What follows belongs to an exercise in optimizing a design on an open flow for small area, a short achievable clock period and few clock cycles; a production flow would make more cautious choices.
Only simulation tests tie the RTL to the original design; equivalence was not proved.
No activity file was given, so power comes from the tool's default toggle rates.

## flow/design.v (module list and top-level ports; edited modules follow where they fit)
// module dpam_mac: 7471 lines
// module dense_polynomial_add_multiply: 502 lines
module dense_polynomial_add_multiply
 #(
  parameter int MAX_DEGREE = 63
) (
  input  logic                  clk,
  input  logic                  rst,
  input  logic                  cmd_valid,
  output logic                  cmd_ready,
  input  logic [2:0]            cmd_func,
  input  logic [5:0]            cmd_exponent,
  input  logic [31:0]           cmd_coefficient,
  output logic                  result_valid,
  input  logic                  result_ready,
  output logic [5:0]            result_degree_index,
  output logic [31:0]           result_coefficient,
  output logic                  result_is_last,
  output logic [1:0]            result_error_code
);
  // ...
==> flow/run.sh <==
#!/bin/bash
# synth_recipe.tcl (not shown) runs the flow's synth.tcl, then flattens the netlist and writes it again
# the make line also repeats each setting of config.mk as NAME=value (left out here)
make -C /OpenROAD-flow-scripts/flow DESIGN_CONFIG=/design/flow/config.mk WORK_HOME=/design/flow/orfs CLKGATE_MAP_FILE= SYNTH_SCRIPT=/design/flow/synth_recipe.tcl finish
==> flow/config.mk <==
export PLATFORM = sky130hd
export DESIGN_NAME = dense_polynomial_add_multiply
export DESIGN_NICKNAME = dense_polynomial_add_multiply
export VERILOG_FILES = /design/flow/design.v
export SDC_FILE = /design/flow/constraint.sdc
export NUM_CORES = 4
export LEC_CHECK = 0
export CAP_MARGIN = 20
export CORE_MARGIN = 2
export CORE_UTILIZATION = 55
export SETUP_SLACK_MARGIN = 4.7
export SLEW_MARGIN = 20
export TNS_END_PERCENT = 5
==> flow/constraint.sdc <==
create_clock -name core_clock -period 8.3 [get_ports {clk}]
set_input_delay 1.6600 -clock core_clock [delete_from_list [all_inputs] [get_ports {clk}]]
set_output_delay 1.6600 -clock core_clock [all_outputs]
set_load 0.01 [all_outputs]
==> results.toml, run 1 <==
[run_status]
outcome = "timing/DRC/antenna clean"

[route]
ant_nets = 0

[critical_path]
worst-path-stages = 8
path_class = "reg -> reg"
cpMostUsedCell = "mux2i_1"
start_kind = "flip-flop"
r2r_start = "d_brow[2][10]"
crit_path_cell_trace = "buf_4 > a22o_1 > a221oi_1 > nand3_1 > nor2_1 > mux2i_1 > mux2i_1 > o21bai_1"

[layout]
finalInstanceArea_mm2 = 0.2885
drive_gt1_share_pct = 11.65
buffer_area_share_pct = 2.706
ff_latch_area_mm2 = 0.1656
largestRegisters = "a_mem (2048), b_mem (2048), o_bd (192)"
seq_share_pct = 57.39
clock_buffers = 699
layout_commonest_cell = "edfxtp_1"

[cts]
root_buffer = "clkbuf_16"
clock_sinks = 5588

[global_routing]
grt_first_pass_wirelength_um = 1307000

[die]
die_w_um = 686.9

[worst_hold_path]
min_from = "c_slot[2]"

[place]
dpl.cell_count = 22770

[yosys]
synth_edf_count = 5365
synthArstFlopShare_pct = 0

[power]
swShare_pct = 27.56
Testbench counts, summed over its fixed seeds: cycles 12,739.
==> module dense_polynomial_add_multiply, before the edit <==
module dense_polynomial_add_multiply
 #(
  parameter int MAX_DEGREE = 63
) (
  input  logic                  clk,
  input  logic                  rst,
  input  logic                  cmd_valid,
  output logic                  cmd_ready,
  input  logic [2:0]            cmd_func,
  input  logic [5:0]            cmd_exponent,
  input  logic [31:0]           cmd_coefficient,
  output logic                  result_valid,
  input  logic                  result_ready,
  output logic [5:0]            result_degree_index,
  output logic [31:0]           result_coefficient,
  output logic                  result_is_last,
  output logic [1:0]            result_error_code
);
  logic [63:0][31:0] a_mem, b_mem;
  logic [63:0]       a_vld, b_vld;
  logic [5:0]        da, db, abase, bbase;
  logic [5:0]        bnew;    
  logic        e_vld;
  logic [5:0]  e_exp;
  logic [31:0] e_coef;
  logic       sq_busy, sq_add, sq_err, sq_first, sq_wb;
  logic [5:0] sq_k, sq_s, sq_hi, sq_tgt, sq_da, sq_db, sq_rbase, sq_pa, sq_pb;
  logic [5:0] nx_lo, nx_hi, nx_pa, nx_pb;    
  logic [5:0] sq_pk2;       
  logic [5:0] sq_kb2;       
  logic [5:0] sq_dbb;       
  logic       d_vld, d_first, d_last, d_lastcmd, d_err, d_add, d_wb;
  logic [5:0] d_k, d_slot;   
  logic [15:0] d_arow [4];   
  logic [15:0] d_brow [4];
  logic [1:0] d_bsel;       
  logic [3:0] d_lane;
  logic [3:0] d_one_b;      
  logic [3:0] d_one_a;      
  logic        o_vld, o_first, o_last, o_lastcmd, o_err, o_wb;
  logic [5:0]  o_k, o_slot;
  logic [31:0] o_a  [4];
  logic [47:0] o_bd [4];
  logic       p_vld, p_first, p_last, p_lastcmd, p_err, p_wb;    
  logic [5:0] p_k, p_slot;
  logic       m_vld, m_first, m_last, m_lastcmd, m_err, m_wb;    
  logic [5:0] m_k, m_slot;
  logic       c_vld, c_last, c_lastcmd, c_err, c_wb;             
  logic [5:0] c_k, c_slot;
  logic       w_vld;
  logic [5:0] w_slot;
  logic       clr_pend;     
  logic       clr_d;        
  logic [63:0] am_q, bm_q;  
  logic        out_vld, out_last;
  logic [5:0]  out_idx;
  logic [31:0] out_coef;
  logic [1:0]  out_err;
  logic stall, adv;
  assign stall = out_vld && !result_ready;
  assign adv   = !stall;
  logic       phase, wpend, late_ok, e_exec;
  logic       behind;
  logic       x_clr, x_lda, x_ldb, x_add, x_mul, x_clr_busy;
  logic [5:0] front;
  logic [6:0] prod_deg;
  logic [5:0] abase_nxt, abase_mul;
  assign phase     = sq_busy || d_vld;
  assign front     = d_vld ? d_k : sq_k;
  assign bnew      = bbase - (sq_add ? 6'd0 : sq_da);
  always_ff @(posedge clk) begin
    behind   <= nxt_exp < front;
  end
  assign wpend     = (d_vld && d_wb) || (o_vld && o_wb) || (p_vld && p_wb) ||
                     (m_vld && m_wb) || (c_vld && c_wb) || w_vld;
  assign prod_deg  = {1'b0, da} + {1'b0, db};
  assign late_ok   = sq_tgt >= 6'd8;
  assign abase_mul = abase - db;
  assign abase_nxt = (x_mul && !prod_deg[6]) ? abase_mul : abase;
  logic e_clr, e_lda, e_ldb, e_add, e_mul, e_nop;
  assign e_exec = e_vld && (
                  (e_clr && (!phase || (!clr_pend && !sq_err))) ||
                  (e_lda && !wpend && (!phase || (clr_pend && behind))) ||
                  (e_ldb && (!phase || (clr_pend && behind))) ||
                  ((e_add || e_mul) && !phase && (!wpend || late_ok)) ||
                  e_nop);
  assign x_clr      = e_exec && e_clr;
  assign x_lda      = e_exec && e_lda;
  assign x_ldb      = e_exec && e_ldb;
  assign x_add      = e_exec && e_add;
  assign x_mul      = e_exec && e_mul;
  assign x_clr_busy = x_clr && phase;
  logic        s_vld;
  logic [2:0]  s_func;
  logic [5:0]  s_exp;
  logic [31:0] s_coef;
  logic        take, e_free;
  logic [2:0]  nxt_func;
  logic [5:0]  nxt_exp;
  logic [31:0] nxt_coef;
  assign cmd_ready = !s_vld;
  assign take      = cmd_valid && !s_vld;
  assign e_free    = !e_vld || e_exec;
  assign nxt_func  = s_vld ? s_func : cmd_func;
  assign nxt_exp   = e_free ? (s_vld ? s_exp  : cmd_exponent)    : e_exp;
  assign nxt_coef  = s_vld ? s_coef : cmd_coefficient;
  always_ff @(posedge clk) begin
    if (rst) begin
      e_vld <= 1'b0;
      s_vld <= 1'b0;
    end else if (e_free) begin
      e_vld <= s_vld || take;
      s_vld <= 1'b0;
    end else if (take) begin
      s_vld <= 1'b1;
    end
  end
  always_ff @(posedge clk) begin
    if (take) begin
      s_func <= cmd_func;
      s_exp  <= cmd_exponent;
      s_coef <= cmd_coefficient;
    end
    if (e_free) begin
      e_clr  <= nxt_func == dpam_pkg::FUNC_CLEAR;
      e_lda  <= nxt_func == dpam_pkg::FUNC_LOAD_A;
      e_ldb  <= nxt_func == dpam_pkg::FUNC_LOAD_B;
      e_add  <= nxt_func == dpam_pkg::FUNC_ADD;
      e_mul  <= nxt_func == dpam_pkg::FUNC_MUL;
      e_nop  <= nxt_func > dpam_pkg::FUNC_MUL;
      e_exp  <= nxt_exp;
      e_coef <= nxt_coef;
    end
  end
  always_ff @(posedge clk) begin
    if (rst) begin
      da    <= '0;
      db    <= '0;
      abase <= '0;
      bbase <= '0;
    end else begin
      abase <= abase_nxt;
      if (x_clr_busy) bbase <= bnew;
      if (x_clr) begin
        da <= '0;
        db <= '0;
      end
      if (x_lda && e_exp > da) da <= e_exp;
      if (x_ldb && e_exp > db) db <= e_exp;
      if (x_add && db > da) da <= db;
      if (x_mul && !prod_deg[6]) da <= prod_deg[5:0];
    end
  end
  logic        w_en, rd_adv, leave, ph_end, clr_act;
  logic [5:0]  e_slot, eb_slot, lv_slot, lv_bslot;
  logic [63:0] a_we;
  logic [31:0] a_wd;
  assign w_en    = w_vld && !kill_w;
  assign e_slot  = e_exp + abase;
  assign eb_slot = e_exp + bbase;
  always_comb begin
    for (int w = 0; w < 64; w++) begin
      a_we[w] = (x_lda && e_slot == 6'(w)) || (w_en && w_slot == 6'(w));
    end
  end
  assign a_wd    = x_lda ? e_coef : out_coef;
  assign rd_adv  = d_vld && adv;
  assign clr_act = clr_pend || x_clr_busy;
  assign leave   = rd_adv && d_last && !d_err && clr_act;
  assign ph_end  = rd_adv && d_lastcmd;
  assign lv_slot = d_slot;
  assign lv_bslot = d_k + (x_clr_busy ? bnew : bbase);
  always_ff @(posedge clk) begin
    for (int w = 0; w < 64; w++) begin
      if (a_we[w])                             a_mem[w] <= a_wd;
      if (x_ldb && eb_slot == 6'(w))           b_mem[w] <= e_coef;
    end
  end
  logic [5:0] ahi, bhi, alo_q, ahi_q, blo_q, bhi_q;
  logic       awrap, bwrap, awrap_q, bwrap_q;
  assign {awrap, ahi} = {1'b0, abase} + {1'b0, front};
  assign {bwrap, bhi} = {1'b0, bnew} + {1'b0, front};
  always_ff @(posedge clk) begin
    alo_q   <= abase;
    ahi_q   <= ahi;
    awrap_q <= awrap;
    blo_q   <= bnew;
    bhi_q   <= bhi;
    bwrap_q <= bwrap;
  end
  always_comb begin
    for (int w = 0; w < 64; w++) begin
      am_q[w] = awrap_q ? (6'(w) >= alo_q || 6'(w) < ahi_q) : (6'(w) >= alo_q && 6'(w) < ahi_q);
      bm_q[w] = bwrap_q ? (6'(w) >= blo_q || 6'(w) < bhi_q) : (6'(w) >= blo_q && 6'(w) < bhi_q);
    end
  end
  always_ff @(posedge clk) begin
    if (rst) begin
      clr_pend <= 1'b0;
      clr_d    <= 1'b0;
    end else begin
      clr_d <= x_clr_busy;
      if (ph_end) begin
        clr_pend <= 1'b0;
      end else if (x_clr_busy) begin
        clr_pend <= 1'b1;
      end
    end
  end
  always_ff @(posedge clk) begin
    if (rst || (x_clr && !phase)) begin
      a_vld <= '0;
    end else begin
      for (int w = 0; w < 64; w++) begin
        if (a_we[w]) begin
          a_vld[w] <= 1'b1;
        end else if ((clr_d && am_q[w]) || (leave && lv_slot == 6'(w))) begin
          a_vld[w] <= 1'b0;
        end
      end
    end
  end
  always_ff @(posedge clk) begin
    if (rst || (x_clr && !phase)) begin
      b_vld <= '0;
    end else begin
      for (int w = 0; w < 64; w++) begin
        if (x_ldb && eb_slot == 6'(w)) begin
          b_vld[w] <= 1'b1;
        end else if ((clr_d && bm_q[w]) || (leave && lv_bslot == 6'(w))) begin
          b_vld[w] <= 1'b0;
        end
      end
    end
  end
  logic [5:0] hs;           
  logic       win_last;     
  logic       kdone;        
  logic       issue, gt2;
  logic [5:0] k2, lo2, hi2;
  assign hs       = sq_hi - sq_s;
  assign win_last = sq_add || sq_err || hs < 6'd4;
  assign kdone    = sq_k == sq_tgt;
  assign issue    = sq_busy && adv;
  assign k2       = sq_k + 6'd2;
  assign gt2      = k2 > sq_db;
  assign lo2      = gt2 ? k2 - sq_db : 6'd0;
  assign hi2      = (k2 < sq_da) ? k2 : sq_da;
  always_ff @(posedge clk) begin
    if (rst) begin
      sq_busy <= 1'b0;
    end else if (x_add || x_mul) begin
      sq_busy <= 1'b1;
    end else if (issue && win_last && kdone) begin
      sq_busy <= 1'b0;
    end
  end
  always_ff @(posedge clk) begin
    if (x_add || x_mul) begin
      sq_add   <= e_add;
      sq_err   <= !e_add && prod_deg[6];
      sq_wb    <= e_add || !prod_deg[6];
      sq_first <= 1'b1;
      sq_k     <= '0;
      sq_s     <= '0;
      sq_hi    <= '0;
      sq_rbase <= abase;
      sq_pa    <= abase;
      sq_pk2   <= abase + 6'd2 - (e_add ? 6'd0 : db);
      sq_kb2   <= bbase + 6'd2;
      sq_dbb   <= bbase + (e_add ? 6'd0 : db);
      if (e_add) begin
        sq_tgt <= (db > da) ? db : da;
        sq_da  <= (db > da) ? db : da;
        sq_db  <= '0;
        sq_pb  <= bbase + 6'd1;
        nx_lo  <= 6'd1;
        nx_hi  <= 6'd1;
        nx_pa  <= abase + 6'd1;
        nx_pb  <= bbase + 6'd2;
      end else begin
        sq_tgt <= prod_deg[6] ? 6'd0 : prod_deg[5:0];
        sq_da  <= da;
        sq_db  <= db;
        sq_pb  <= bbase;
        nx_lo  <= (db == 6'd0) ? 6'd1 : 6'd0;
        nx_hi  <= (da == 6'd0) ? 6'd0 : 6'd1;
        nx_pa  <= abase + ((db == 6'd0) ? 6'd1 : 6'd0);
        nx_pb  <= bbase + ((db == 6'd0) ? 6'd0 : 6'd1);
      end
    end else begin
      if (x_clr) sq_wb <= 1'b0;
      if (issue) begin
        if (win_last) begin
          sq_k     <= sq_k + 6'd1;
          sq_s     <= nx_lo;
          sq_hi    <= nx_hi;
          sq_pa    <= nx_pa;
          sq_pb    <= nx_pb;
          sq_first <= 1'b1;
          nx_lo    <= lo2;
          nx_hi    <= hi2;
          nx_pa    <= gt2 ? sq_pk2 : sq_rbase;
          sq_pk2   <= sq_pk2 + 6'd1;
          nx_pb    <= sq_add ? sq_kb2 + 6'd1 : (gt2 ? sq_dbb : sq_kb2);
          sq_kb2   <= sq_kb2 + 6'd1;
        end else begin
          sq_s     <= sq_s + 6'd4;
          sq_pa    <= sq_pa + 6'd4;
          sq_pb    <= sq_pb - 6'd4;
          sq_first <= 1'b0;
        end
      end
    end
  end
  always_ff @(posedge clk) begin
    if (rst) begin
      d_vld <= 1'b0;
    end else if (adv) begin
      d_vld <= sq_busy;
    end
  end
  always_ff @(posedge clk) begin
    if (adv) begin
      for (int b = 0; b < 4; b++) begin
        d_arow[b] <= 16'(1) << (sq_pa[5:2] + ((2'(b) < sq_pa[1:0]) ? 4'd1 : 4'd0));
        d_brow[b] <= 16'(1) << (sq_pb[5:2] - ((2'(b) > sq_pb[1:0]) ? 4'd1 : 4'd0));
      end
      for (int l = 0; l < 4; l++) begin
        logic [1:0] u;
        u = 2'(l) - sq_pa[1:0];
        d_lane[l]  <= !sq_err && (sq_add ? (u < 2'd2) : (6'(u) <= hs));
        d_one_b[l] <= sq_add && u == 2'd0;
        d_one_a[l] <= sq_add && u == 2'd1;
      end
      d_bsel    <= sq_pb[1:0] + sq_pa[1:0];
      d_first   <= sq_first;
      d_last    <= win_last;
      d_lastcmd <= win_last && kdone;
      d_err     <= sq_err;
      d_add     <= sq_add;
      d_k       <= sq_k;
      d_slot    <= sq_k + abase;
    end
  end
  logic cur_ph, d_ph, o_ph, p_ph, m_ph, c_ph, w_ph;
  logic kill_o, kill_p, kill_m, kill_c, kill_w;
  assign kill_o = x_clr && (!phase || o_ph == cur_ph);
  assign kill_p = x_clr && (!phase || p_ph == cur_ph);
  assign kill_m = x_clr && (!phase || m_ph == cur_ph);
  assign kill_c = x_clr && (!phase || c_ph == cur_ph);
  assign kill_w = x_clr && (!phase || w_ph == cur_ph);
  always_ff @(posedge clk) begin
    if (rst) begin
      cur_ph <= 1'b0;
    end else if (x_add || x_mul) begin
      cur_ph <= !cur_ph;
    end
  end
  always_ff @(posedge clk) begin
    if (adv) begin
      d_wb <= sq_wb && !x_clr;
      o_wb <= d_wb && !x_clr;
      p_wb <= o_wb && !kill_o;
      m_wb <= p_wb && !kill_p;
      c_wb <= m_wb && !kill_m;
      d_ph <= cur_ph;
      o_ph <= d_ph;
      p_ph <= o_ph;
      m_ph <= p_ph;
      c_ph <= m_ph;
    end else begin
      d_wb <= d_wb && !x_clr;
      o_wb <= o_wb && !kill_o;
      p_wb <= p_wb && !kill_p;
      m_wb <= m_wb && !kill_m;
      c_wb <= c_wb && !kill_c;
    end
    w_ph <= c_ph;
  end
  logic [31:0] ab_d [4];    
  logic        ab_v [4];
  logic [31:0] bb_d [4];    
  logic        bb_v [4];
  logic [31:0] ra [4];      
  logic [31:0] rb [4];
  logic [47:0] rbd [4];     
  always_comb begin
    for (int b = 0; b < 4; b++) begin
      ab_d[b] = '0;
      ab_v[b] = 1'b0;
      bb_d[b] = '0;
      bb_v[b] = 1'b0;
      for (int r = 0; r < 16; r++) begin
        ab_d[b] = ab_d[b] | (a_mem[4*r+b] & {32{d_arow[b][r]}});
        ab_v[b] = ab_v[b] | (a_vld[4*r+b] & d_arow[b][r]);
        bb_d[b] = bb_d[b] | (b_mem[4*r+b] & {32{d_brow[b][r]}});
        bb_v[b] = bb_v[b] | (b_vld[4*r+b] & d_brow[b][r]);
      end
    end
  end
  always_comb begin
    for (int l = 0; l < 4; l++) begin
      logic [1:0] bbk;
      bbk = d_bsel - 2'(l);
      ra[l] = d_one_a[l] ? 32'd1 : (d_lane[l] && ab_v[l]) ? ab_d[l] : 32'd0;
      rb[l] = d_one_b[l] ? 32'd1 : (d_lane[l] && bb_v[bbk]) ? bb_d[bbk] : 32'd0;
    end
    for (int l = 0; l < 4; l++) begin
      for (int r = 0; r < 16; r++) begin
        logic bm1, b0, b1;
        bm1 = (r == 0) ? 1'b0 : rb[l][2*r-1];
        b0  = rb[l][2*r];
        b1  = rb[l][2*r+1];
        rbd[l][3*r]   = b0 ^ bm1;                                 
        rbd[l][3*r+1] = (b1 & ~b0 & ~bm1) | (~b1 & b0 & bm1);    
        rbd[l][3*r+2] = b1;                                       
      end
    end
  end
  always_ff @(posedge clk) begin
    if (rst) begin
      o_vld <= 1'b0;
      p_vld <= 1'b0;
      m_vld <= 1'b0;
      c_vld <= 1'b0;
      w_vld <= 1'b0;
    end else begin
      if (adv) begin
        o_vld <= d_vld;
        p_vld <= o_vld;
        m_vld <= p_vld;
        c_vld <= m_vld;
      end
      w_vld <= adv && c_vld && c_last && c_wb && !kill_c;
    end
  end
  always_ff @(posedge clk) begin
    if (adv) begin
      o_first   <= d_first;
      o_last    <= d_last;
      o_lastcmd <= d_lastcmd;
      o_err     <= d_err;
      o_k       <= d_k;
      o_slot    <= d_slot;
      for (int l = 0; l < 4; l++) begin
        o_a[l]  <= ra[l];
        o_bd[l] <= rbd[l];
      end
      p_first   <= o_first;
      p_last    <= o_last;
      p_lastcmd <= o_lastcmd;
      p_err     <= o_err;
      p_k       <= o_k;
      p_slot    <= o_slot;
      m_first   <= p_first;
      m_last    <= p_last;
      m_lastcmd <= p_lastcmd;
      m_err     <= p_err;
      m_k       <= p_k;
      m_slot    <= p_slot;
      c_last    <= m_last;
      c_lastcmd <= m_lastcmd;
      c_err     <= m_err;
      c_k       <= m_k;
      c_slot    <= m_slot;
    end
    w_slot <= c_slot;
  end
  logic [31:0] sum;
  dpam_mac u_mac (
    .clk    (clk),
    .en     (adv),
    .acc_en (adv && m_vld),
    .first  (m_first),
    .a0     (o_a[0]),  .a1  (o_a[1]),  .a2  (o_a[2]),  .a3  (o_a[3]),
    .bd0    (o_bd[0]), .bd1 (o_bd[1]), .bd2 (o_bd[2]), .bd3 (o_bd[3]),
    .sum    (sum)
  );
  always_ff @(posedge clk) begin
    if (rst) begin
      out_vld <= 1'b0;
    end else if (adv && c_vld && c_last) begin
      out_vld <= 1'b1;
    end else if (result_ready) begin
      out_vld <= 1'b0;
    end
  end
  always_ff @(posedge clk) begin
    if (adv && c_vld && c_last) begin
      out_idx  <= c_k;
      out_coef <= sum;
      out_last <= c_lastcmd;
      out_err  <= c_err ? dpam_pkg::ERR_PRODUCT : dpam_pkg::ERR_NONE;
    end
  end
  assign result_valid        = out_vld;
  assign result_degree_index = out_idx;
  assign result_coefficient  = out_coef;
  assign result_is_last      = out_last;
  assign result_error_code   = out_err;
endmodule
==> run 2: changes to the inputs <==
--- a/flow/design.v
+++ b/flow/design.v
@@ -7652,5 +7652,5 @@
     end
   end
-  logic        w_en, rd_adv, leave, ph_end, clr_act;
+  logic        w_en, rd_adv, leave, ph_end;
   logic [5:0]  e_slot, eb_slot, lv_slot, lv_bslot;
   logic [63:0] a_we;
@@ -7666,9 +7666,8 @@
   assign a_wd    = x_lda ? e_coef : out_coef;
   assign rd_adv  = d_vld && adv;
-  assign clr_act = clr_pend || x_clr_busy;
-  assign leave   = rd_adv && d_last && !d_err && clr_act;
+  assign leave   = rd_adv && d_last && !d_err && clr_pend;
   assign ph_end  = rd_adv && d_lastcmd;
   assign lv_slot = d_slot;
-  assign lv_bslot = d_k + (x_clr_busy ? bnew : bbase);
+  assign lv_bslot = d_k + bbase;
   always_ff @(posedge clk) begin
     for (int w = 0; w < 64; w++) begin
@@ -7679,6 +7678,8 @@
   logic [5:0] ahi, bhi, alo_q, ahi_q, blo_q, bhi_q;
   logic       awrap, bwrap, awrap_q, bwrap_q;
-  assign {awrap, ahi} = {1'b0, abase} + {1'b0, front};
-  assign {bwrap, bhi} = {1'b0, bnew} + {1'b0, front};
+  logic [6:0] front_nx;
+  assign front_nx = (rd_adv && d_last) ? {1'b0, d_k} + 7'd1 : {1'b0, front};
+  assign {awrap, ahi} = {1'b0, abase} + front_nx;
+  assign {bwrap, bhi} = {1'b0, bnew} + front_nx;
   always_ff @(posedge clk) begin
     alo_q   <= abase;
--- a/flow/config.mk
+++ b/flow/config.mk
@@ -8,5 +8,5 @@
 export CAP_MARGIN = 20
 export CORE_MARGIN = 2
-export CORE_UTILIZATION = 55
+export CORE_UTILIZATION = 62
 export SETUP_SLACK_MARGIN = 4.7
 export SLEW_MARGIN = 20
==> results.toml, run 2 <==
[sta]
setup-violations-final = 0
relSlewSlack_pct = 8.232
finalSetupTns_ps = 0
finClkSkew_ps = 87.17
period_needed_ps = 4026
worst_pin_slew_ps = 1367
finalCritPeriodShare_pct = 48.51
hold_viol_final = 0
fmax_mhz = 248.4
rsz0062_at_grt = "true"
fin_ws_ps = 4274
slew_violations = 0

[layout]
finalNonFillerCells = 23070
drive_gt1_share_pct = 10.66
layout_commonest_cell = "edfxtp_1"
ff_latch_area_mm2 = 0.1656
nets = 18370
largestRegisters = "a_mem (2048), b_mem (2048), o_bd (192)"
layout_common_cells = "edfxtp_1 (5365), a22oi_1 (1464), fa_1 (992)"
multi_input_area_mm2 = 0.08445
n_fill_cell = 26810
syn2layout_area_growth_pct = 11.35

[yosys]
synth_top_area_share_pct = 62.87
syn_area_mm2 = 0.2563
syn_nets = 18240
synth_edf_count = 5365
seq_area_frac_synth_pct = 64.61
synth_common_cells = "edfxtp_1 (5365), a22oi_1 (1464), fa_1 (993)"
yosys.area.top_type = "edfxtp_1"
synthTopCellsByArea = "edfxtp_1 (63%), fa_1 (7.8%), a22oi_1 (4.3%)"
netlist_instances = 16990
synthArstFlopShare_pct = 0
synth_ff_type = "edfxtp_1"
synth_seq_cells = 5588
synth_most_common_cell = "edfxtp_1"
ys_types = 97
yosys_warnings = 24
avgSynthCellArea_um2 = 15.08

[global_routing]
grt_overflow = 0
grt_first_pass_wirelength_um = 1248000
grt_max_degree = 181
antenna_found_initial = 102
grt_pass1_vias = 162900
grtUsageTotal_pct = 42.73

[cts]
root_buffer = "clkbuf_16"
clk_latency_ps = 1090
cts_tree = "done"
cts_max_path_buffers = 4
cts_buffers = 564
clock_sinks = 5588
htreeDepth = 6
path_clk_slew_ps = 60

[critical_path]
path_delay_family = "simple AND/OR/NAND/NOR gates"
crit_path_cell_trace = "buf_4 > a22o_1 > a221oi_1 > and4_1 > mux4_2 > nor2_1 > or3_1 > a21boi_0"
endpoint_kind = "flip-flop"
worst_ep_required_time_ps = 9100
crit_fanout = 27
max_stage_delay_ps = 870
cp.arrival_ps = 4830
start_kind = "flip-flop"
cp_slowest_cell = "and4_1"
path_class = "reg -> reg"
critPathBufInv = 1

[die]
die_area_mm2 = 0.4185
num_rows = 236
io_pins = 88
die_y_um = 646.9
coreArea_mm2 = 0.4122
start_util_pct = 62.17
die_w_um = 646.9

[run_status]
outcome = "timing/DRC/antenna clean"

[place]
dpl.cell_count = 21920
place_ws_ps = 2519
port_buffers = 86
globalplace.congestion = 1.014
dp_hpwl_um = 582500

[route]
vias = 167100
via_per_inst = 7.243
wl_per_cell_um = 39.13
drt-total-wl_um = 902800
dr.first_iter.drc_count = 29250
ant_nets = 0
dr.pass1.iters = 10
route.detailed.drc = 0

[run]
cap_violations = 0

[power]
leakage_nw = 98.51
peakVddDrop_v = 0.0002664
powerDensity_mw_per_mm2 = 231.4

[worst_hold_path]
hp-class = "reg -> reg"
run 2: final cells by class:
type / instances / share of cell area, %
Clock inverter: 284 / 1.101
Inverter: 893 / 1.193
Timing Repair Buffer: 781 / 2.417
Multi-Input combinational cell: 9292 / 29.60
Tap cell: 5474 / 2.400
Clock buffer: 709 / 5.214
Timing Repair inverter: 1 / 0.003069
Antenna cell: 50 / 0.04385
Sequential cell: 5588 / 58.03
run 2: metal layers:
layer / share of wire [%] / track usage (%) / vias up
li1: - / - / 65850
met1: 35 / 57.58 / 84360
met2: 43 / 62.23 / 14270
met3: 16 / 16.35 / 2575
met4: 5.3 / 18.65 / 48
met5: 0.050 / 0.2660 / -
run 2: worst paths after layout:
path | start | to | slack, ps | cells after the start
worst min-delay path | c_slot[5] | w_slot[5] | 340 | 0
worst max register to register | d_brow[2][11] | o_bd[3][3] | 4270 | 8
worst max-delay path | d_brow[2][11] | o_bd[3][3] | 4270 | 8
worst min register to register | c_slot[5] | w_slot[5] | 340 | 0
run 2: timing repair:
item	in CTS	in global routing
setup endpoints to repair	7273	5120
gates cloned	4	5
setup buffers	66	31
resized for setup	158	103
pin swaps	11	12
hold buffers	0	0
run 2: logic make-up after synthesis:
kind of cell,Yosys count,synth area share [%]
DFF,5588,64.61
AOI/OAI and AO/OA,4365,13.06
buffers and inverters,2112,3.177
and+or+nand+nor,1851,3.632
xor gates and xnor gates,1414,4.836
adders and majority gates,1261,9.011
muxes,399,1.676
other,1,0.001463
run 2: metrics by stage:
step                util [%]  cell area, um2  hold WS [ps]  total power, mW
floorplan                  -          256300         323.3            37.08
global placement       64.29          265000         325.3            40.78
detailed placement     64.30          265100         332.9            41.01
CTS                    68.99          284400         340.4            65.63
global route           69.20          285300         350.9            67.47
finish                 69.22          285300         341.0            66.02
run 2: where the power goes:
| part | switching (mW) | total, mW | internal (mW) |
|---|---|---|---|
| combinational | 6.41 | 9.13 | 2.72 |
| clock | 11.1 | 25.1 | 14.0 |
| sequential | 0.458 | 31.8 | 31.4 |
| total | 17.9 | 66.0 | 48.1 |
Testbench counts of run 2, summed over its fixed seeds: cycles 12,739.
==> run 3: changes to the inputs <==
--- a/flow/design.v
+++ b/flow/design.v
@@ -7534,5 +7534,5 @@
   logic [15:0] d_arow [4];   
   logic [15:0] d_brow [4];
-  logic [1:0] d_bsel;       
+  logic [3:0] d_bsel [4];   
   logic [3:0] d_lane;
   logic [3:0] d_one_b;      
@@ -7597,5 +7597,7 @@
   logic        take, e_free;
   logic [2:0]  nxt_func;
-  logic [5:0]  nxt_exp;
+  logic [5:0]  nxt_exp, ld_exp;
+  logic [5:0]  e_sa0, e_sa1, e_sb0, e_sb1;
+  logic        e_sam, e_sbm;
   logic [31:0] nxt_coef;
   assign cmd_ready = !s_vld;
@@ -7603,5 +7605,6 @@
   assign e_free    = !e_vld || e_exec;
   assign nxt_func  = s_vld ? s_func : cmd_func;
-  assign nxt_exp   = e_free ? (s_vld ? s_exp  : cmd_exponent)    : e_exp;
+  assign ld_exp    = s_vld ? s_exp : cmd_exponent;
+  assign nxt_exp   = e_free ? ld_exp : e_exp;
   assign nxt_coef  = s_vld ? s_coef : cmd_coefficient;
   always_ff @(posedge clk) begin
@@ -7630,4 +7633,10 @@
       e_nop  <= nxt_func > dpam_pkg::FUNC_MUL;
       e_exp  <= nxt_exp;
+      e_sa0  <= ld_exp + abase;
+      e_sa1  <= ld_exp + abase_mul;
+      e_sam  <= x_mul && !prod_deg[6];
+      e_sb0  <= ld_exp + bbase;
+      e_sb1  <= ld_exp + bnew;
+      e_sbm  <= x_clr_busy;
       e_coef <= nxt_coef;
     end
@@ -7657,6 +7666,6 @@
   logic [31:0] a_wd;
   assign w_en    = w_vld && !kill_w;
-  assign e_slot  = e_exp + abase;
-  assign eb_slot = e_exp + bbase;
+  assign e_slot  = e_sam ? e_sa1 : e_sa0;
+  assign eb_slot = e_sbm ? e_sb1 : e_sb0;
   always_comb begin
     for (int w = 0; w < 64; w++) begin
@@ -7835,5 +7844,7 @@
         d_one_a[l] <= sq_add && u == 2'd1;
       end
-      d_bsel    <= sq_pb[1:0] + sq_pa[1:0];
+      for (int l = 0; l < 4; l++) begin
+        d_bsel[l] <= 4'(1) << 2'(sq_pb[1:0] + sq_pa[1:0] - 2'(l));
+      end
       d_first   <= sq_first;
       d_last    <= win_last;
@@ -7903,8 +7914,14 @@
   always_comb begin
     for (int l = 0; l < 4; l++) begin
-      logic [1:0] bbk;
-      bbk = d_bsel - 2'(l);
+      logic [31:0] bd;
+      logic        bv;
+      bd = '0;
+      bv = 1'b0;
+      for (int b = 0; b < 4; b++) begin
+        bd = bd | (bb_d[b] & {32{d_bsel[l][b]}});
+        bv = bv | (bb_v[b] & d_bsel[l][b]);
+      end
       ra[l] = d_one_a[l] ? 32'd1 : (d_lane[l] && ab_v[l]) ? ab_d[l] : 32'd0;
-      rb[l] = d_one_b[l] ? 32'd1 : (d_lane[l] && bb_v[bbk]) ? bb_d[bbk] : 32'd0;
+      rb[l] = d_one_b[l] ? 32'd1 : (d_lane[l] && bv) ? bd : 32'd0;
     end
     for (int l = 0; l < 4; l++) begin
--- a/flow/config.mk
+++ b/flow/config.mk
@@ -8,6 +8,5 @@
 export CAP_MARGIN = 20
 export CORE_MARGIN = 2
-export CORE_UTILIZATION = 62
+export CORE_UTILIZATION = 55
 export SETUP_SLACK_MARGIN = 4.7
 export SLEW_MARGIN = 20
-export TNS_END_PERCENT = 5
==> results.toml, run 3 <==
[cts]
path_clk_slew_ps = 60
clk_latency_ps = 1130
htreeDepth = 6
root_buffer = "clkbuf_16"
clock_sinks = 5624
cts_tree = "done"
cts_buffers = 586
cts_max_path_buffers = 4

[run_status]
outcome = "timing/DRC/antenna clean"

[critical_path]
cp.arrival_ps = 4560
reg2reg_slack_ps = 4510
path_class = "reg -> reg"
r2r_start = "o_a[3][24]"
start_kind = "flip-flop"
max_stage_delay_ps = 910
critPathBufInv = 1
endpoint_kind = "flip-flop"
crit_path_cell_trace = "a22oi_1 > xor2_1 > fa_1 > inv_1 > fa_1 > xnor2_1 > xnor2_2 > xnor2_1"
crit_fanout = 8
reg2regPathDepth = 8
cp_slowest_cell = "edfxtp_1"
worst_ep_required_time_ps = 9070
path_delay_family = "adder cells"
r2r_end = "u_mac.q1_31_13"

[die]
die_y_um = 689.2
coreArea_mm2 = 0.4673
die_w_um = 689.2
start_util_pct = 55.25
num_rows = 251
die_area_mm2 = 0.4749
io_pins = 88

[yosys]
syn_area_mm2 = 0.2582
yosys-mux-area-fraction_pct = 0.5675
synthTopCellsByArea = "edfxtp_1 (63%), fa_1 (7.7%), a22oi_1 (3.9%)"
ys_types = 90
synth_seq_cells = 5624
synth_edf_count = 5401
synth_top_family_by_area = "compound AO/OA/AOI/OAI gates"
yosys_warnings = 26
synth_ff_type = "edfxtp_1"
synth_most_common_cell = "edfxtp_1"
synthArstFlopShare_pct = 0
synth_common_cells = "edfxtp_1 (5401), a22oi_1 (1349), fa_1 (995)"
synth_fa_ha_area_share_pct = 9.004
avgSynthCellArea_um2 = 14.94
syn_nets = 18540
synth_top_area_share_pct = 62.82
synthSimpleGateAreaFrac_pct = 3.761
synth_compound_area_share_pct = 13.92
synth_xor_area_share_pct = 4.830
netlist_instances = 17280
yosys.area.top_type = "edfxtp_1"
seq_area_frac_synth_pct = 64.54

[global_routing]
busiest_layer = "met2"
grt_max_degree = 150
grt_overflow = 0
gr-usage-met2_pct = 57.73
grt_first_pass_wirelength_um = 1315000
grt_pass1_vias = 162600
grt_use_met3_pct = 13.89
antenna_found_initial = 62
globalRouteMet1Util_pct = 55.82
grtUsageTotal_pct = 40.07

[layout]
drive_gt1_share_pct = 11.66
syn2layout_area_growth_pct = 12.09
multi_input_area_mm2 = 0.08514
layout_common_cells = "edfxtp_1 (5401), a22oi_1 (1349), fa_1 (993)"
nets = 18750
layout_commonest_cell = "edfxtp_1"
ff_latch_area_mm2 = 0.1667
largestRegisters = "a_mem (2048), b_mem (2048), o_bd (192)"
n_fill_cell = 35240
final_util_pct = 61.93

[route]
vias = 169300
dr.pass1.iters = 10
dr.first_iter.drc_count = 27060
drt-total-wl_um = 964500
route.detailed.drc = 0
wl_per_cell_um = 39.88
ant_nets = 0
via_per_inst = 6.998

[worst_hold_path]
min_from = "c_slot[2]"
whs_endpoint = "w_slot[2]"
hp-class = "reg -> reg"
holdPathStages = 0

[run]
cap_violations = 0

[sta]
finalCritPeriodShare_pct = 45.62
worst_pin_slew_ps = 1302
hold_slack_ps = 339.3
finClkSkew_ps = 100.2
period_needed_ps = 3787
slew_violations = 0
finalSetupTns_ps = 0
hold_viol_final = 0
setup-violations-final = 0
rsz0062_at_grt = "true"
relSlewSlack_pct = 12.82
fmax_mhz = 264.1

[power]
peakVddDrop_v = 0.0002081
powerDensity_mw_per_mm2 = 234.8
leakage_nw = 99.78

[place]
globalplace.congestion = 0.9900
port_buffers = 86
dp_hpwl_um = 597700
==> run 3: cell count changes after synthesis, moves of 70 or more <==
cell      delta
nand3_1     -85
nand2_1    +186
o22ai_1     +96
mux2i_1    -222
a221oi_2    +74
inv_1       +81
a221oi_1   +105
o21ai_0     -70
a22oi_1    -115
==> run 3: routing by layer <==
layer / vias to the layer above / part of all wire, %
met5: - / 0.023
met4: 28 / 5.1
met3: 2327 / 14
met2: 12240 / 43
met1: 87520 / 38
li1: 67150 / -
==> run 3: timing repair <==
| item | CTS | global route |
|---|---|---|
| setup buffers | 131 | 59 |
| gates cloned | 6 | 4 |
| pin swaps | 32 | 23 |
| endpoints found under the setup margin | 6971 | 3207 |
| hold buffers | 0 | 0 |
| gates resized for setup | 251 | 109 |
==> run 3: cell families (layout without fill, tap and decap cells) <==
kind of cell    Yosys count  in the layout
buf+inv                2242           2910
xor+xnor               1424           1424
simple gates           1972           1979
mux                     137            137
fa+ha+maj              1272           1272
compound gates         4610           4610
other cells               1             33
flops                  5624           5624
==> run 3: through the flow <==
step           cell area [um2]  std cells  worst slack, ps  power [mW]
5_1_grt                 289300      24160             4570       69.48
3_5_place_dp            267500      22900             2770       42.07
2_1_floorplan           258200      17280             3434       37.56
3_3_place_gp            267400      22890             2843       41.96
6_report                289400      24190             4513       67.97
4_1_cts                 288100      24090             4645       67.47
==> run 3: power by group <==
part | switching, mW | total (mW) | internal [mW]
Sequential | 0.532 | 32.2 | 31.7
Combinational | 7.27 | 10.4 | 3.16
Clock | 11.4 | 25.3 | 13.9
Total | 19.2 | 68.0 | 48.7
==> run 3: how the worst max path moves through the flow <==
stage                       from             end  slack [ps]  depth (start not counted)
CTS                 d_brow[2][6]      o_bd[0][1]        4640                          9
floorplan           result_ready           c_err        3430                          4
finish                o_a[3][24]  u_mac.q1_31_13        4510                          8
detailed placement  result_ready   u_mac.q1_13_9        2770                          7
global route        d_brow[1][0]     o_bd[1][28]        4570                          7
global placement    result_ready   u_mac.q1_13_9        2840                          7
==> run 3: area by class of cell <==
cell class,count,area share [%]
diodes,32,0.02767
clock buffers,759,5.369
clock inverters,297,0.9416
inverters,972,1.296
multi-input cells,9423,29.42
flip-flops and latches,5624,57.59
well taps,6198,2.680
repair buffers,881,2.678
repair inverters,1,0.003026
Testbench counts of run 3, summed over its fixed seeds: cycles 12,739.
==> run 4: changes to the inputs <==
--- a/flow/config.mk
+++ b/flow/config.mk
@@ -9,4 +9,6 @@
 export CORE_MARGIN = 2
 export CORE_UTILIZATION = 55
+export CTS_CLUSTER_DIAMETER = 120
+export CTS_CLUSTER_SIZE = 22
 export SETUP_SLACK_MARGIN = 4.7
 export SLEW_MARGIN = 20
==> results.toml, run 4 <==
[cts]
cts_buffers = 298
cts_max_path_buffers = 4
cts_hold_buf = 0
htreeDepth = 5
clock_sinks = 5624
clk_latency_ps = 1040
root_buffer = "clkbuf_16"
cts_tree = "done"
path_clk_slew_ps = 90

[sta]
relSlewSlack_pct = 7.658
setup-violations-final = 0
hold_viol_final = 0
hold_slack_ps = 348.2
finClkSkew_ps = 71.92
fin_ws_ps = 4512
slew_violations = 0
fmax_mhz = 264.0
finalSetupTns_ps = 0
rsz0062_at_grt = "true"
worst_pin_slew_ps = 1385
finalCritPeriodShare_pct = 45.63
period_needed_ps = 3788

[global_routing]
grt_max_degree = 150
grt_overflow = 0
grt_first_pass_wirelength_um = 1303000
grt_pass1_vias = 159000
antenna_found_initial = 74
grtUsageTotal_pct = 39.78

[power]
peakVddDrop_v = 0.0002413
leakage_nw = 94.99
power_mw = 58.71
powerDensity_mw_per_mm2 = 209.9

[yosys]
synth_edf_count = 5401
synth_most_common_cell = "edfxtp_1"
yosys.area.top_type = "edfxtp_1"
seq_area_frac_synth_pct = 64.54
synthArstFlopShare_pct = 0
ys_types = 90
syn_area_mm2 = 0.2582
synth_top_area_share_pct = 62.82
synth_seq_cells = 5624
yosys_warnings = 26
avgSynthCellArea_um2 = 14.94
synthTopCellsByArea = "edfxtp_1 (63%), fa_1 (7.7%), a22oi_1 (3.9%)"
synth_ff_type = "edfxtp_1"
syn_nets = 18540
netlist_instances = 17280
synth_common_cells = "edfxtp_1 (5401), a22oi_1 (1349), fa_1 (995)"

[critical_path]
cp_slowest_cell = "edfxtp_1"
crit_fanout = 8
worst_ep_required_time_ps = 9040
endpoint_kind = "flip-flop"
path_delay_family = "adder cells"
max_stage_delay_ps = 920
start_kind = "flip-flop"
critPathBufInv = 1
crit_path_cell_trace = "a22oi_1 > xor2_1 > fa_1 > inv_1 > fa_1 > xnor2_1 > xnor2_2 > xnor2_1"
cp.arrival_ps = 4530
path_class = "reg -> reg"

[layout]
finalInstanceArea_mm2 = 0.2797
layout_commonest_cell = "edfxtp_1"
final_util_pct = 59.85
layout_common_cells = "edfxtp_1 (5401), a22oi_1 (1349), fa_1 (993)"
drive_gt1_share_pct = 9.502
n_fill_cell = 36070
nets = 18460
syn2layout_area_growth_pct = 8.331
ff_latch_area_mm2 = 0.1667
largestRegisters = "a_mem (2048), b_mem (2048), o_bd (192)"
finalNonFillerCells = 23560
multi_input_area_mm2 = 0.08525

[route]
route.detailed.drc = 0
via_per_inst = 7.083
dr.pass1.iters = 8
drt-total-wl_um = 959000
ant_nets = 1
dr.first_iter.drc_count = 27400
wl_per_cell_um = 40.71
vias = 166900

[place]
globalplace.congestion = 0.9900
place_ws_ps = 2770
dpl_cell_area_mm2 = 0.2675
dpl.cell_count = 22900
dp_hpwl_um = 597700
port_buffers = 86

[die]
coreArea_mm2 = 0.4673
die_y_um = 689.2
num_rows = 251
io_pins = 88
die_w_um = 689.2
die_area_mm2 = 0.4749
start_util_pct = 55.25

[run_status]
outcome = "complete, but fails checks"
so.violations = "antenna violations"

[run]
cap_violations = 0

[worst_hold_path]
hp-class = "reg -> reg"
run 4: cell counts after synthesis:
No cell type changed its count.
run 4: timing repair:
action | 4_1_cts | 5_1_grt
hold endpoints to repair | 0 | 0
setup endpoints to repair | 7149 | 1954
buffers inserted | 124 | 58
cloned | 8 | 4
gates resized for setup | 248 | 130
pin swaps | 35 | 25
run 4: routing by layer:
metal	share of wire [%]	wire, um	up-vias	global-route usage, %
li1	-	-	66130	-
met1	38	365100	86680	55.59
met2	43	407800	11800	57.25
met3	14	135100	2228	13.33
met4	5.3	50730	38	16.66
met5	0.025	237	-	0.3367
run 4: cell type report:
cell class | instances | area share (%)
clock buffer | 380 | 2.791
sequential | 5624 | 59.58
antenna | 48 | 0.04294
tap | 6198 | 2.773
inverter | 972 | 1.346
timing repair buffer | 873 | 2.733
multi-input combinational | 9424 | 30.48
clock inverter | 38 | 0.2447
timing repair inverter | 2 | 0.006263
run 4: cell families (layout without fill, tap and decap cells):
kind of cell / count (synthesis) / count (layout) / share of synthesized area, %
AO/OA/AOI/OAI: 4610 / 4610 / 13.92
XOR/XNOR: 1424 / 1424 / 4.830
adder cells (fa/ha/maj): 1272 / 1272 / 9.004
buffers and inverters: 2242 / 2265 / 3.375
flip-flops: 5624 / 5624 / 64.54
multiplexers: 137 / 137 / 0.5675
other: 1 / 49 / 0.001452
AND/OR/NAND/NOR: 1972 / 1980 / 3.761
run 4: power by group:
group          switching, mW  leakage [nW]  internal, mW
clock network           9.30          4.08          6.83
registers              0.534          53.8          31.6
logic                   7.30          37.1          3.14
total                   17.1          95.0          41.6
run 4: worst register-to-register path, stage by stage, from the launching register on:
cell and delay, ps:
edfxtp_1 920, a22oi_1 200, xor2_1 220, fa_1 580, inv_1 120, fa_1 620, xnor2_1 260, xnor2_2 460
xnor2_1 120
run 4: path summary, 6_finish.rpt:
| kind | cells past startpoint | slack [ps] | start | to |
|---|---|---|---|---|
| setup / recovery | 8 | 4510 | o_a[3][24] | u_mac.q1_31_13 |
| hold / removal | 0 | 350 | c_slot[4] | w_slot[4] |
| setup reg to reg | 8 | 4510 | o_a[3][24] | u_mac.q1_31_13 |
| hold reg to reg | 0 | 350 | c_slot[4] | w_slot[4] |
==> run 5: changes to the inputs <==
--- a/flow/config.mk
+++ b/flow/config.mk
@@ -9,6 +9,6 @@
 export CORE_MARGIN = 2
 export CORE_UTILIZATION = 55
-export CTS_CLUSTER_DIAMETER = 120
-export CTS_CLUSTER_SIZE = 22
+export CTS_CLUSTER_DIAMETER = 110
+export CTS_CLUSTER_SIZE = 18
 export SETUP_SLACK_MARGIN = 4.7
 export SLEW_MARGIN = 20
==> results.toml, run 5 <==
[critical_path]
path_class = "reg -> reg"
endpoint_kind = "flip-flop"
r2r_end = "o_bd[0][22]"
reg2regPathDepth = 7
r2r_start = "d_brow[1][4]"
cp_slowest_cell = "a221oi_4"
crit_fanout = 33
start_kind = "flip-flop"
crit_path_cell_trace = "buf_4 > a22o_1 > a221oi_1 > nand4_1 > a221oi_4 > or3b_1 > a21oi_1"
worst_ep_required_time_ps = 9030
cp.arrival_ps = 4450
reg2reg_slack_ps = 4580
max_stage_delay_ps = 910

[worst_hold_path]
whs_endpoint = "w_slot[4]"
min_from = "c_slot[4]"
holdPathStages = 0
hp-class = "reg -> reg"

[cts]
root_buffer = "clkbuf_16"
cts_tree = "done"
clk_latency_ps = 1040
cts_max_path_buffers = 4
htreeDepth = 5
cts_buffers = 353
path_clk_slew_ps = 80
clock_sinks = 5624

[global_routing]
grt_first_pass_wirelength_um = 1305000
grt_overflow = 0
grtUsageTotal_pct = 39.78
grt_pass1_vias = 159500
grt_max_degree = 150
antenna_found_initial = 73

[yosys]
synth_common_cells = "edfxtp_1 (5401), a22oi_1 (1349), fa_1 (995)"
ys_types = 90
synth_top_area_share_pct = 62.82
synthArstFlopShare_pct = 0
yosys.area.top_type = "edfxtp_1"
synth_most_common_cell = "edfxtp_1"
synth_seq_cells = 5624
avgSynthCellArea_um2 = 14.94
syn_nets = 18540
yosys_warnings = 26
synth_ff_type = "edfxtp_1"
seq_area_frac_synth_pct = 64.54
netlist_instances = 17280
synthTopCellsByArea = "edfxtp_1 (63%), fa_1 (7.7%), a22oi_1 (3.9%)"
syn_area_mm2 = 0.2582
synth_edf_count = 5401

[sta]
fmax_mhz = 268.7
setup-violations-final = 0
finClkSkew_ps = 101.8
hold_slack_ps = 344.6
finalSetupTns_ps = 0
finalCritPeriodShare_pct = 44.84
rsz0062_at_grt = "true"
period_needed_ps = 3722
worst_pin_slew_ps = 1354
fin_ws_ps = 4578
relSlewSlack_pct = 9.750
slew_violations = 0
hold_viol_final = 0

[die]
die_y_um = 689.2
die_w_um = 689.2
num_rows = 251
io_pins = 88
die_area_mm2 = 0.4749
coreArea_mm2 = 0.4673
start_util_pct = 55.25

[power]
leakage_nw = 95.61
powerDensity_mw_per_mm2 = 213.1
peakVddDrop_v = 0.0002267

[layout]
layout_common_cells = "edfxtp_1 (5401), a22oi_1 (1349), fa_1 (994)"
nets = 18510
final_util_pct = 60.11
syn2layout_area_growth_pct = 8.798
drive_gt1_share_pct = 9.710
finalNonFillerCells = 23600
largestRegisters = "a_mem (2048), b_mem (2048), o_bd (192)"
multi_input_area_mm2 = 0.08511
layout_commonest_cell = "edfxtp_1"
ff_latch_area_mm2 = 0.1667
n_fill_cell = 35900

[route]
drt-total-wl_um = 957400
met3_length_um = 133700
vias = 167100
ant_nets = 0
dr.first_iter.drc_count = 28040
m1WireLength_um = 366900
wl_per_cell_um = 40.57
top_layer = "met5"
via_per_inst = 7.079
route.detailed.drc = 0
dr.pass1.iters = 8
routed-wl-met2_um = 408700

[run_status]
outcome = "timing/DRC/antenna clean"

[place]
port_buffers = 86
globalplace.congestion = 0.9900
dpl.cell_count = 22900
dp_hpwl_um = 597700
place_ws_ps = 2770

[run]
cap_violations = 0
-- run 5: cell counts after synthesis --
No cell type changed its count.
-- run 5: how the worst max path moves through the flow --
stage	from	end	slack (ps)
2_1_floorplan	result_ready	c_err	3430
3_3_place_gp	result_ready	u_mac.q1_13_9	2840
3_5_place_dp	result_ready	u_mac.q1_13_9	2770
4_1_cts	d_brow[2][15]	o_bd[0][1]	4570
5_1_grt	d_brow[1][12]	o_bd[1][28]	4580
6_report	d_brow[1][4]	o_bd[0][22]	4580
-- run 5: kinds of logic after synthesis --
group | after synthesis | synth area share (%)
AO/OA/AOI/OAI | 4610 | 13.92
flip-flops | 5624 | 64.54
adder cells (fa/ha/maj) | 1272 | 9.004
other | 1 | 0.001452
XOR/XNOR | 1424 | 4.830
multiplexers | 137 | 0.5675
buffers and inverters | 2242 | 3.375
AND/OR/NAND/NOR | 1972 | 3.761
-- run 5: area by class of cell --
| type | instances | area share, % |
|---|---|---|
| flip-flops and latches | 5624 | 59.33 |
| multi-input cells | 9422 | 30.30 |
| clock buffers | 432 | 3.280 |
| well taps | 6198 | 2.761 |
| repair buffers | 869 | 2.749 |
| inverters | 972 | 1.344 |
| clock inverters | 33 | 0.1902 |
| diodes | 46 | 0.04098 |
| repair inverters | 2 | 0.007127 |
-- run 5: worst max-delay path, delay by kind of cell (launching register included) --
kind                   cells  cell delay (ps)
AOI/OAI and AO/OA          4             1650
and+or+nand+nor            2             1010
buffers and inverters      1              350
DFF                        1              380
-- run 5: through the flow --
| step | power, mW | area, um2 |
|---|---|---|
| final | 59.86 | 280900 |
| after global routing | 61.17 | 280800 |
| after CTS | 59.30 | 279500 |
| after detailed placement | 42.07 | 267500 |
| after global placement | 41.96 | 267400 |
| after floorplan | 37.56 | 258200 |
-- run 5: what timing repair did --
action | 4_1_cts | 5_1_grt
hold buffers | 0 | 0
hold endpoints to repair | 0 | 0
endpoints found under the setup margin | 7151 | 3612
cloned | 7 | 3
pin swaps | 29 | 22
gates resized for setup | 258 | 116
buffers inserted | 117 | 61
-- run 5: routing by layer --
metal  vias to the layer above  global-route usage [%]
met5                         -                 0.07143
met4                        36                   16.07
met3                      2209                   13.54
met2                     11690                   57.35
met1                     86830                   55.64
li1                      66290                       -
-- run 5: where the power goes --
part           switching (mW)  internal, mW  total [mW]
clock                    9.43          7.87        17.3
sequential              0.531          31.6        32.1
combinational            7.28          3.14        10.4
total                    17.2          42.6        59.9
==> run 6: changes to the inputs <==
--- a/flow/config.mk
+++ b/flow/config.mk
@@ -11,4 +11,4 @@
 export CTS_CLUSTER_DIAMETER = 110
 export CTS_CLUSTER_SIZE = 18
-export SETUP_SLACK_MARGIN = 4.7
+export SETUP_SLACK_MARGIN = 4.5
 export SLEW_MARGIN = 20
==> results.toml, run 6 <==
[die]
die_area_mm2 = 0.4749
coreArea_mm2 = 0.4673
start_util_pct = 55.25
io_pins = 88
num_rows = 251
die_w_um = 689.2
die_y_um = 689.2

[critical_path]
cp_slowest_cell = "edfxtp_1"
cpMostUsedCell = "fa_1"
path_delay_family = "adder cells"
worst-path-stages = 6
endpoint_kind = "flip-flop"
worst_ep_required_time_ps = 9030
path_class = "reg -> reg"
crit_fanout = 20
critPathBufInv = 1
max_stage_delay_ps = 1170
start_kind = "flip-flop"
reg2regPathDepth = 6
crit_path_cell_trace = "a22oi_1 > xor2_1 > fa_1 > fa_1 > inv_1 > fa_1"
reg2reg_slack_ps = 4410
cp.arrival_ps = 4620

[cts]
cts_buffers = 360
clock_sinks = 5624
cts_max_path_buffers = 4
clk_latency_ps = 1070
htreeDepth = 5
path_clk_slew_ps = 80
cts_tree = "done"
root_buffer = "clkbuf_16"
cts_hold_buf = 0

[yosys]
syn_nets = 18540
synth_ff_type = "edfxtp_1"
netlist_instances = 17280
avgSynthCellArea_um2 = 14.94
synth_common_cells = "edfxtp_1 (5401), a22oi_1 (1349), fa_1 (995)"
seq_area_frac_synth_pct = 64.54
synth_edf_count = 5401
yosys_warnings = 26
synth_seq_cells = 5624
synth_top_area_share_pct = 62.82
yosys.area.top_type = "edfxtp_1"
synthArstFlopShare_pct = 0
synthTopCellsByArea = "edfxtp_1 (63%), fa_1 (7.7%), a22oi_1 (3.9%)"
synth_most_common_cell = "edfxtp_1"
syn_area_mm2 = 0.2582
ys_types = 90

[layout]
largestRegisters = "a_mem (2048), b_mem (2048), o_bd (192)"
layout_commonest_cell = "edfxtp_1"
drive_gt1_share_pct = 9.165
layout_common_cells = "edfxtp_1 (5401), a22oi_1 (1349), fa_1 (995)"
final_util_pct = 59.92
finalInstanceArea_mm2 = 0.2800
nets = 18460
syn2layout_area_growth_pct = 8.451

[worst_hold_path]
holdPathStages = 0
hp-class = "reg -> reg"

[global_routing]
grtUsageTotal_pct = 40.59
grt_pass1_vias = 159800
grt_first_pass_wirelength_um = 1324000
grt_overflow = 0
antenna_found_initial = 96
grt_max_degree = 158

[run_status]
outcome = "timing/DRC/antenna clean"

[sta]
slew_violations = 0
hold_slack_ps = 322.9
hold_viol_final = 0
worst_pin_slew_ps = 1414
period_needed_ps = 3887
relSlewSlack_pct = 5.759
fmax_mhz = 257.3
rsz0062_at_grt = "true"
setup-violations-final = 0
finalSetupTns_ps = 0
finClkSkew_ps = 104.6
finalCritPeriodShare_pct = 46.83

[power]
powerDensity_mw_per_mm2 = 214.5
power_mw = 60.07
peakVddDrop_v = 0.0002294
leakage_nw = 95.23

[place]
dpl_cell_area_mm2 = 0.2677
globalplace.congestion = 1.004
dp_hpwl_um = 603800
port_buffers = 86

[route]
dr.first_iter.drc_count = 27410
m1WireLength_um = 371900
dr.pass1.iters = 9
drt-total-wl_um = 976200
route.detailed.drc = 0
routed-wl-met2_um = 410200
ant_nets = 0
met3_length_um = 139700
vias = 168000
wl_per_cell_um = 41.37
top_layer = "met5"
via_per_inst = 7.117

[run]
cap_violations = 0
==> run 6: routing by layer <==
| layer | vias to the layer above | global-route usage, % |
|---|---|---|
| met5 | - | 2.806 |
| li1 | 66200 | - |
| met1 | 86850 | 56.29 |
| met2 | 12450 | 57.50 |
| met4 | 55 | 17.67 |
| met3 | 2396 | 14.73 |
==> run 6: area by class of cell <==
cell class,instances,area (um2)
antenna,62,155.1
timing repair buffer,815,6780
tap,6198,7755
timing repair inverter,2,17.52
clock inverter,46,879.6
inverter,972,3766
clock buffer,460,9448
multi-input combinational,9419,84550
sequential,5624,166700
fill,35700,187300
==> run 6: cell families after synthesis <==
logic type | share of synthesized area (%)
flops | 64.54
fa+ha+maj | 9.004
buf+inv | 3.375
simple gates | 3.761
compound gates | 13.92
mux | 0.5675
xor+xnor | 4.830
other cells | 0.001452
==> run 6: what timing repair did <==
| action | in CTS | in global routing |
|---|---|---|
| setup buffers | 70 | 19 |
| gates cloned | 7 | 2 |
| pin swaps | 26 | 13 |
| gates resized for setup | 134 | 52 |
| setup endpoints to repair | 7068 | 2885 |
==> run 6: where the power goes <==
part	switching, mW	leakage, nW	internal, mW
Combinational	7.19	36.5	2.88
Clock	9.71	4.95	8.17
Sequential	0.514	53.8	31.6
==> run 6: path summary, 6_finish.rpt <==
check | start | endpoint
worst max-delay path | o_bd[0][18] | u_mac.q1_27_14
worst max register to register | o_bd[0][18] | u_mac.q1_27_14
worst min-delay path | c_slot[1] | w_slot[1]
worst min register to register | c_slot[1] | w_slot[1]
==> run 6: metrics by stage <==
step | instances | setup slack, ps
final | 23600 | 4413
after global routing | 23560 | 4458
after CTS | 23510 | 4434
after detailed placement | 22930 | 2282
after global placement | 22920 | 2283
after floorplan | 17280 | 3434
==> run 7: changes to the inputs <==
--- a/flow/config.mk
+++ b/flow/config.mk
@@ -11,4 +11,4 @@
 export CTS_CLUSTER_DIAMETER = 110
 export CTS_CLUSTER_SIZE = 18
-export SETUP_SLACK_MARGIN = 4.5
+export SETUP_SLACK_MARGIN = 4.9
 export SLEW_MARGIN = 20
==> results.toml, run 7 <==
[run_status]
outcome = "timing/DRC/antenna clean"

[sta]
period_needed_ps = 3475
rsz0062_at_grt = "true"
hold_viol_final = 0
fmax_mhz = 287.7
setup-violations-final = 0
slew_violations = 0
relSlewSlack_pct = 15.79
finalCritPeriodShare_pct = 41.87
finClkSkew_ps = 117.9
finalSetupTns_ps = 0
worst_pin_slew_ps = 1257

[layout]
nets = 18640
largestRegisters = "a_mem (2048), b_mem (2048), o_bd (192)"
drive_gt1_share_pct = 10.75
syn2layout_area_growth_pct = 9.644
final_util_pct = 60.58
layout_commonest_cell = "edfxtp_1"
layout_common_cells = "edfxtp_1 (5401), a22oi_1 (1348), fa_1 (983)"

[die]
die_w_um = 689.2
num_rows = 251
io_pins = 88
die_area_mm2 = 0.4749
coreArea_mm2 = 0.4673
die_y_um = 689.2
start_util_pct = 55.25

[yosys]
ys_types = 90
syn_area_mm2 = 0.2582
yosys.area.top_type = "edfxtp_1"
synth_edf_count = 5401
yosys_warnings = 26
synthTopCellsByArea = "edfxtp_1 (63%), fa_1 (7.7%), a22oi_1 (3.9%)"
synth_seq_cells = 5624
synth_ff_type = "edfxtp_1"
syn_nets = 18540
netlist_instances = 17280
seq_area_frac_synth_pct = 64.54
synth_top_area_share_pct = 62.82
synth_most_common_cell = "edfxtp_1"
avgSynthCellArea_um2 = 14.94
synth_common_cells = "edfxtp_1 (5401), a22oi_1 (1349), fa_1 (995)"
synthArstFlopShare_pct = 0

[route]
drt-total-wl_um = 957700
dr.first_iter.drc_count = 27000
via_per_inst = 7.033
vias = 166900
route.detailed.drc = 0
wl_per_cell_um = 40.37
dr.pass1.iters = 9
ant_nets = 0

[worst_hold_path]
hp-class = "reg -> reg"

[place]
dp_hpwl_um = 606600
port_buffers = 86
globalplace.congestion = 0.9964

[global_routing]
grt_use_met3_pct = 13.40
grt_first_pass_wirelength_um = 1306000
gr-usage-met2_pct = 57.72
globalRouteMet1Util_pct = 55.86
grt_pass1_vias = 158700
grtUsageTotal_pct = 39.78
busiest_layer = "met2"
antenna_found_initial = 68
grt_overflow = 0
grt_max_degree = 184

[critical_path]
start_kind = "flip-flop"
cp.arrival_ps = 4230
path_class = "reg -> reg"
crit_fanout = 27
reg2reg_slack_ps = 4820
endpoint_kind = "flip-flop"
worst_ep_required_time_ps = 9050

[power]
swShare_pct = 28.98
leakage_nw = 96.57
p_comb_share_pct = 17.7
power_frac_seq_pct = 53.2
clock_power_share_pct = 29.1
switchingPower_mw = 17.49
peakVddDrop_v = 0.0002433
powerDensity_mw_per_mm2 = 213.2
internal-power_mw = 42.86

[cts]
path_clk_slew_ps = 80
clock_sinks = 5624
cts_tree = "done"
cts_hold_buf = 0
cts_buffers = 355
clk_latency_ps = 1070
root_buffer = "clkbuf_16"
htreeDepth = 5
cts_max_path_buffers = 4

[run]
cap_violations = 0
==> run 7: cell counts after synthesis <==
No cell type changed its count.
==> run 7: critical path: stages, from the launching register on <==
cell,delay (ps)
edfxtp_1,360
buf_4,450
a22oi_1,160
xor2_1,190
fa_1,560
inv_1,50
fa_1,550
fa_1,820
==> run 7: area by class of cell <==
| type | count | area (um2) |
|---|---|---|
| fill | 35730 | 184200 |
| sequential | 5624 | 166700 |
| multi-input combinational | 9424 | 85410 |
| timing repair buffer | 998 | 9420 |
| clock buffer | 435 | 9248 |
| tap | 6198 | 7755 |
| inverter | 972 | 3821 |
| clock inverter | 42 | 673.1 |
| antenna | 29 | 72.57 |
| timing repair inverter | 2 | 22.52 |
==> run 7: per-layer routing <==
| layer | part of all wire, % | up-vias |
|---|---|---|
| met5 | 0.048 | - |
| met4 | 4.5 | 28 |
| met3 | 14 | 1924 |
| met2 | 43 | 11570 |
| met1 | 38 | 86810 |
| li1 | - | 66530 |
==> run 7: path summary, 6_finish.rpt <==
kind / from / end / depth (start not counted)
max reg2reg: o_a[0][5] / u_mac.q1_18_9 / 7
min reg2reg: c_slot[3] / w_slot[3] / 0
min: c_slot[3] / w_slot[3] / 0
max: o_a[0][5] / u_mac.q1_18_9 / 7
==> run 7: cells by family (layout without fill, tap and decap cells) <==
group	Yosys count	in the layout	share of synthesized area, %
DFF	5624	5624	64.54
AOI/OAI and AO/OA	4610	4610	13.92
buffers and inverters	2242	2449	3.375
and+or+nand+nor	1972	1980	3.761
xor gates and xnor gates	1424	1424	4.830
adders and majority gates	1272	1272	9.004
muxes	137	137	0.5675
other	1	30	0.001452
==> run 7: power by group through the flow <==
stage	Combinational (mW)	Clock, mW	Sequential, mW
final	10.7	17.6	32.1
after global routing	11.0	18.6	32.1
after CTS	10.1	17.7	32.1
after detailed placement	9.35	0	32.7
after global placement	9.26	0	32.7
after floorplan	4.95	0	32.6
==> run 7: through the flow <==
stage / total power [mW] / instance area (um2) / instances / hold WS [ps] / setup WS (ps)
6_report: 60.35 / 283100 / 23720 / 344.7 / 4825
5_1_grt: 61.71 / 283000 / 23700 / 356.6 / 4820
4_1_cts: 59.82 / 281300 / 23600 / 344.9 / 4765
3_5_place_dp: 42.09 / 267500 / 22910 / 326.9 / 2868
3_3_place_gp: 42.00 / 267400 / 22900 / 325.9 / 2852
2_1_floorplan: 37.56 / 258200 / 17280 / 323.3 / 3434
==> run 7: timing repair <==
action                      CTS  global route
resized for setup           477           196
setup buffers               215            84
pin swaps                    52            26
setup endpoints to repair  7455          4439
cloned                        4             7

port drivers added, routing unchanged:
The flow's constraints put no driver on any port. The routed layouts listed below were extracted and timed again, unchanged, in two steps. Step 1, drivers: a clkbuf_16 drives clk and a buf_2 each remaining input, both assumed. Step 2 adds t to the input delays and takes it off the output delays; t is the mean of the earliest and latest rising clock arrival at the registers after step 1. Input paths then give back, and output paths get back, about the clock's delay inside the block. Slacks: ideal / step 1 / step 2; pairs: ideal / step 1.
run	t, ns	setup slack, ns	hold slack, ns	clock arrival spread, ns
run 1	1.226	4.370 / 4.283 / 3.453	0.335 / 0.335 / 0.335	0.140 / 0.141
run 2	1.165	4.274 / 4.274 / 3.657	0.341 / 0.341 / 0.341	0.092 / 0.092
run 3	1.203	4.513 / 4.513 / 3.616	0.339 / 0.339 / 0.339	0.108 / 0.108
run 4	1.124	4.512 / 4.512 / 3.732	0.348 / 0.348 / 0.348	0.080 / 0.079
run 5	1.129	4.578 / 4.578 / 3.760	0.345 / 0.345 / 0.345	0.102 / 0.102
run 6	1.145	4.413 / 4.408 / 3.524	0.323 / 0.323 / 0.323	0.105 / 0.105
run 7	1.131	4.825 / 4.709 / 3.890	0.345 / 0.345 / 0.345	0.125 / 0.125
The setup slack of run 7, which loses most, moves by -0.116 ns with the drivers and by -0.935 ns with both steps.
